This is an optimization exercise on Yosys and OpenROAD, whose aim is small area, a short achievable clock period and few clock cycles per item, not a production implementation. At most, simulation tests tie the RTL to the original design; equivalence was not proved. No driver is modelled on the clock port, so clocking that relies on it looks cheaper here than on a real chip.

## the baseline
## aes128_encr_round_ctrl
module aes128_encr_round_ctrl
#(
  parameter int NUM_ROUNDS = 10,
  parameter int RCNT_W     = 4
) (
  input  logic              clk,
  input  logic              rst,
  input  logic              in_valid,
  output logic              in_ready,
  input  logic [127:0]      plaintext,
  input  logic [127:0]      key,
  output logic              out_valid,
  input  logic              out_ready,
  output logic [127:0]      ciphertext
);
For scale: roughly 5,000 cells after synthesis.
clock: 20.0 ns
lec_check: 0
cap_margin: 20
core_margin: 2
core_utilization: 30
slew_margin: 20
standard.sh (not shown) runs the stock make flow with config.mk's settings and CLKGATE_MAP_FILE= SYNTH_SCRIPT=/design/flow/synth_recipe.tcl, a recipe that flattens the netlist after the stock synthesis.
==> flow/flow/run.sh <==
#!/bin/bash
# Standard ORFS layout, except:
#  - synthesis maps the logic with an area-oriented ABC script (flow/abc.script)
#    instead of ORFS's abc_speed.script; registers are mapped before ABC runs, so
#    they are the standard synthesis's;
#  - ports are buffered with buf_1 (outputs: buf_2) instead of the resizer's default choice
#    (clkdlybuf4s50_1, a delay cell);
#  - timing repair aims at the extra setup and hold margins in flow/setup_margin.txt
#    and flow/hold_margin.txt, if any;
#  - after global placement, the flip-flops that drive output ports are moved next
#    to their port buffers (flow/place_io_flops.tcl);
#  - before CTS, the registers that capture the S-box stage (m_reg, km_reg[127:96])
#    are taken off the clock net (flow/clock_detach.tcl), so that CTS builds its
#    tree for the other registers;
#  - after CTS, the clk port drives four root clock buffers, each driving a quarter
#    of the leaf clock buffers directly, in place of CTS's upper tree
#    (flow/clock_top.tcl); the S-box-stage registers get leaf buffers of their own,
#    fed from the roots through one clock delay cell per root: useful skew between
#    internal registers only (flow/clock_stage1.tcl).
set -euo pipefail
W=$PWD
export FLOW_ABC_SCRIPT=$W/flow/abc.script
sed 's|log_cmd abc {\*}$abc_args|log_cmd abc -script $::env(FLOW_ABC_SCRIPT) {*}[lrange $abc_args 2 end]|' \
  "$FLOW_HOME/scripts/synth.tcl" > "$W/synth_core.tcl"
grep -q FLOW_ABC_SCRIPT "$W/synth_core.tcl"
sed "s|source \$::env(SCRIPTS_DIR)/synth.tcl|source $W/synth_core.tcl|" synth_recipe.tcl > "$W/synth_abc.tcl"
grep -q synth_core.tcl "$W/synth_abc.tcl"
bash standard.sh synth SYNTH_SCRIPT="$W/synth_abc.tcl" > "$W/synth.log" 2>&1
EXTRA=(BUFFER_PORTS_ARGS="-buffer_cell sky130_fd_sc_hd__buf_1" CTS_CLUSTER_SIZE=25 CTS_CLUSTER_DIAMETER=100 CORE_UTILIZATION=65 PLACE_DENSITY=0.8 POST_GLOBAL_PLACE_TCL="$W/flow/place_io_flops.tcl" PRE_CTS_TCL="$W/flow/clock_detach.tcl" POST_CTS_TCL="$W/flow/post_cts.tcl")
if [[ -s flow/setup_margin.txt ]]; then
  EXTRA+=(SETUP_SLACK_MARGIN="$(cat flow/setup_margin.txt)")
fi
if [[ -s flow/hold_margin.txt ]]; then
  EXTRA+=(HOLD_SLACK_MARGIN="$(cat flow/hold_margin.txt)")
fi
bash standard.sh finish "${EXTRA[@]}" > "$W/layout.log" 2>&1
==> flow/flow/hold_margin.txt <==
0.08
==> flow/flow/setup_margin.txt <==
15.0
Other scripts of this flow, unchanged in this note and not shown: flow/flow/abc.script, flow/flow/clock_detach.tcl, flow/flow/clock_stage1.tcl, flow/flow/clock_top.tcl, flow/flow/place_io_flops.tcl, flow/flow/post_cts.tcl
Modified inputs, the candidate compared to the baseline
--- a/flow/flow/run.sh
+++ b/flow/flow/run.sh
@@ -8,2 +8 @@
-#  - timing repair aims at the extra setup and hold margins in flow/setup_margin.txt
-#    and flow/hold_margin.txt, if any;
+#  - timing repair aims at the extra setup margin in flow/setup_margin.txt, if any;
@@ -33,3 +31,0 @@
-if [[ -s flow/hold_margin.txt ]]; then
-  EXTRA+=(HOLD_SLACK_MARGIN="$(cat flow/hold_margin.txt)")
-fi
removed: flow/flow/hold_margin.txt
removed: flow/flow/setup_margin.txt
Results
- The baseline completed every stage of the flow, and the final layout passed the timing, design-rule and antenna checks.
- No crash in the candidate: every stage finished, but the layout fails its final checks due to hold timing.
- Sort the baseline and the candidate by post-layout utilization of the core, descending, and the baseline comes first.
- Compared with the baseline, the candidate shows worst path required time higher by 4.65 ns.
- Changes observed in the candidate relative to the baseline: number of antenna violations at the first check in global routing now sits lower, largest stage delay on the critical path now sits higher, worst setup slack after layout fell by 0.12 ns.
No functional check of the RTL was part of any run of this note.


## raven
Another version of the RTL of aes128_encr_round_ctrl (not shown whole).
For scale: roughly 4300 cells after synthesis, ~660 flip-flops, about 0.048 mm² of cells after synthesis.
Settings: LEC_CHECK=0, CAP_MARGIN=20, CORE_MARGIN=2, CORE_UTILIZATION=30, SLEW_MARGIN=20; clock period 20.0 ns.
==> flow/flow/run.sh <==
#!/bin/bash
# Standard ORFS layout, except:
#  - synthesis maps the logic with an area-oriented ABC script (flow/abc.script)
#    instead of ORFS's abc_speed.script; registers are mapped before ABC runs, so
#    they are the standard synthesis's;
#  - ports are buffered with buf_1 (outputs: buf_2) instead of the resizer's default choice
#    (clkdlybuf4s50_1, a delay cell);
#  - timing repair aims at the extra setup margin in flow/setup_margin.txt, if any;
#  - after global placement, the flip-flops that drive output ports are moved next
#    to their port buffers (flow/place_io_flops.tcl);
#  - before CTS, the registers that capture the S-box stage (m_reg, km_reg[127:96])
#    are taken off the clock net (flow/clock_detach.tcl), so that CTS builds its
#    tree for the other registers;
#  - after CTS, the clk port drives four root clock buffers, each driving a quarter
#    of the leaf clock buffers directly, in place of CTS's upper tree
#    (flow/clock_top.tcl); the S-box-stage registers get leaf buffers of their own,
#    fed from the roots through one clock delay cell per root: useful skew between
#    internal registers only (flow/clock_stage1.tcl).
set -euo pipefail
W=$PWD
export FLOW_ABC_SCRIPT=$W/flow/abc.script
sed 's|log_cmd abc {\*}$abc_args|log_cmd abc -script $::env(FLOW_ABC_SCRIPT) {*}[lrange $abc_args 2 end]|' \
  "$FLOW_HOME/scripts/synth.tcl" > "$W/synth_core.tcl"
grep -q FLOW_ABC_SCRIPT "$W/synth_core.tcl"
sed "s|source \$::env(SCRIPTS_DIR)/synth.tcl|source $W/synth_core.tcl|" synth_recipe.tcl > "$W/synth_abc.tcl"
grep -q synth_core.tcl "$W/synth_abc.tcl"
bash standard.sh synth SYNTH_SCRIPT="$W/synth_abc.tcl" > "$W/synth.log" 2>&1
EXTRA=(BUFFER_PORTS_ARGS="-buffer_cell sky130_fd_sc_hd__buf_1" CTS_CLUSTER_SIZE=25 CTS_CLUSTER_DIAMETER=100 CORE_UTILIZATION=65 PLACE_DENSITY=0.8 POST_GLOBAL_PLACE_TCL="$W/flow/place_io_flops.tcl" PRE_CTS_TCL="$W/flow/clock_detach.tcl" POST_CTS_TCL="$W/flow/post_cts.tcl")
if [[ -s flow/setup_margin.txt ]]; then
  EXTRA+=(SETUP_SLACK_MARGIN="$(cat flow/setup_margin.txt)")
fi
bash standard.sh finish "${EXTRA[@]}" > "$W/layout.log" 2>&1
==> flow/flow/clock_stage1.tcl <==
# After CTS and clock_top.tcl: clock the registers that capture the S-box stage
# (m_reg, km_reg[127:96]) through leaf clock buffers of their own (groups of at most
# 20 registers, split by position), fed from the nearest root clock buffer through
# one clock delay cell per root and kind: useful skew between internal registers only.
# m_reg gets the longer delay; km_reg[127:96] the shorter one, as its first word also
# has short paths from k_reg.
proc stage1_kind {nm} {
  if {[regexp {^m_reg\\?\[} $nm]} { return m }
  if {[regexp {^km_reg\\?\[([0-9]+)\\?\]} $nm -> bit] && $bit >= 96} { return k }
  return ""
}
proc s1_split {insts maxg} {
  if {[llength $insts] <= $maxg} { return [list $insts] }
  set xs {}; set ys {}
  foreach i $insts { set l [$i getLocation]; lappend xs [lindex $l 0]; lappend ys [lindex $l 1] }
  set xs [lsort -integer $xs]; set ys [lsort -integer $ys]
  set dim [expr {([lindex $xs end] - [lindex $xs 0]) >= ([lindex $ys end] - [lindex $ys 0]) ? 0 : 1}]
  set sorted [lsort -command [list s1_cmp $dim] $insts]
  set h [expr {[llength $sorted] / 2}]
  return [concat [s1_split [lrange $sorted 0 [expr {$h - 1}]] $maxg] [s1_split [lrange $sorted $h end] $maxg]]
}
proc s1_cmp {dim a b} {
  return [expr {[lindex [$a getLocation] $dim] - [lindex [$b getLocation] $dim]}]
}
proc s1_centroid {insts} {
  set sx 0; set sy 0
  foreach i $insts { set l [$i getLocation]; set sx [expr {$sx + [lindex $l 0]}]; set sy [expr {$sy + [lindex $l 1]}] }
  set n [llength $insts]
  return [list [expr {int($sx / $n)}] [expr {int($sy / $n)}]]
}
set block [ord::get_db_block]
set leafm [[ord::get_db] findMaster sky130_fd_sc_hd__clkbuf_16]
set dlym(m) [[ord::get_db] findMaster sky130_fd_sc_hd__clkdlybuf4s50_2]
set dlym(k) [[ord::get_db] findMaster sky130_fd_sc_hd__clkdlybuf4s25_1]
set maxg 20
set roots {}
foreach inst [$block getInsts] { if {[string match "clkroot_*" [$inst getName]]} { lappend roots $inst } }
array unset s1
array set s1 {m {} k {}}
foreach inst [$block getInsts] {
  set k [stage1_kind [$inst getName]]
  if {$k ne ""} { lappend s1($k) $inst }
}
set nl 0
foreach kind {m k} {
  array unset byroot
  foreach grp [s1_split $s1($kind) $maxg] {
    lassign [s1_centroid $grp] cx cy
    set leaf [odb::dbInst_create $block $leafm "clkbuf_s1${kind}_$nl"]
    $leaf setLocation $cx $cy
    $leaf setPlacementStatus PLACED
    set net [odb::dbNet_create $block "clknet_s1${kind}_$nl"]
    $net setSigType CLOCK
    [$leaf findITerm X] connect $net
    foreach i $grp { [$i findITerm CLK] connect $net }
    incr nl
    # nearest root
    set best ""; set bd 0
    foreach r $roots {
      set rl [$r getLocation]
      set d [expr {abs([lindex $rl 0] - $cx) + abs([lindex $rl 1] - $cy)}]
      if {$best eq "" || $d < $bd} { set best $r; set bd $d }
    }
    lappend byroot([$best getName]) $leaf
  }
  foreach rname [array names byroot] {
    set r [$block findInst $rname]
    set leaves $byroot($rname)
    lassign [s1_centroid $leaves] dx dy
    set d [odb::dbInst_create $block $dlym($kind) "clkskew_${kind}_$rname"]
    $d setLocation $dx $dy
    $d setPlacementStatus PLACED
    set dnet [odb::dbNet_create $block "clknet_skew_${kind}_$rname"]
    $dnet setSigType CLOCK
    [$d findITerm A] connect [[$r findITerm X] getNet]
    [$d findITerm X] connect $dnet
    foreach l $leaves { [$l findITerm A] connect $dnet }
    puts "clock_stage1: $rname -> [$dlym($kind) getName] -> [llength $leaves] $kind leaves"
  }
}
detailed_placement
Other scripts of this flow, unchanged in this note and not shown: flow/flow/abc.script, flow/flow/clock_detach.tcl, flow/flow/clock_top.tcl, flow/flow/place_io_flops.tcl, flow/flow/post_cts.tcl
Looking at the reports, raven completed the entire flow and the layout it produced met the timing, design-rule and antenna checks.
Testbench counts of raven, summed over its fixed seeds: cycles 3,880, items 384.
--- input diff raven..ember ---
diff --git a/flow/flow/clock_stage1.tcl b/flow/flow/clock_stage1.tcl
--- a/flow/flow/clock_stage1.tcl
+++ b/flow/flow/clock_stage1.tcl
@@ -32,5 +32,5 @@
 set leafm [[ord::get_db] findMaster sky130_fd_sc_hd__clkbuf_16]
 set dlym(m) [[ord::get_db] findMaster sky130_fd_sc_hd__clkdlybuf4s50_2]
-set dlym(k) [[ord::get_db] findMaster sky130_fd_sc_hd__clkdlybuf4s25_1]
+set dlym(k) [[ord::get_db] findMaster sky130_fd_sc_hd__clkdlybuf4s25_2]
 set maxg 20
 set roots {}
==> run notes <==
Looking at ember and raven, the final critical delay including setup and external delays is a wash.
| highest clock rate | ember vs raven | ≈ equal |
raven and ember ended up with roughly the same final worst slack.
As far as global routing usage on met2 goes, ember and raven are indistinguishable; the numbers are identical.
Changes observed in ember relative to raven: routed wire length about even; final cell count about even.
Part of the cycle the worst path needs: raven vs ember — no meaningful difference

afterwards: timing with drivers on the ports:
No port has a modelled driver above. Below, the same layouts with a new extraction and two added sets of constraints. Step 1 (the two cells are an assumption about what drives the block):
set clk [get_ports {clk}]
set_driving_cell -lib_cell sky130_fd_sc_hd__clkbuf_16 $clk
set_driving_cell -lib_cell sky130_fd_sc_hd__buf_2 [delete_from_list [all_inputs] $clk]
Step 2, shift: input delay + t, output delay - t, t = (earliest + latest rising clock arrival at the registers) / 2. This alone moves slack from input paths to output paths. a / b / c = ideal / step 1 / step 2; a / b = the first two.
run	t (ns)	setup slack, ns	hold WS [ns]	clock arrival spread, ns	worst slew at a driven data input, ns
the baseline	0.847	15.044 / 14.890 / 14.410	0.021 / 0.021 / 0.021	0.681 / 0.681	0.11
the candidate	0.843	14.921 / 14.879 / 14.413	-0.041 / -0.040 / -0.040	0.673 / 0.672	0.11
raven	0.861	15.033 / 14.893 / 14.475	0.219 / 0.219 / 0.219	0.724 / 0.724	0.07
ember	0.861	15.032 / 14.892 / 14.476	0.318 / 0.318 / 0.318	0.725 / 0.725	0.07
In every run listed the clock reaches the registers at very different times; t lies between them, and the last value is a rough guide only. For the baseline, which loses most, drivers alone change the setup slack by -0.154 ns; drivers and shift together by -0.634 ns.
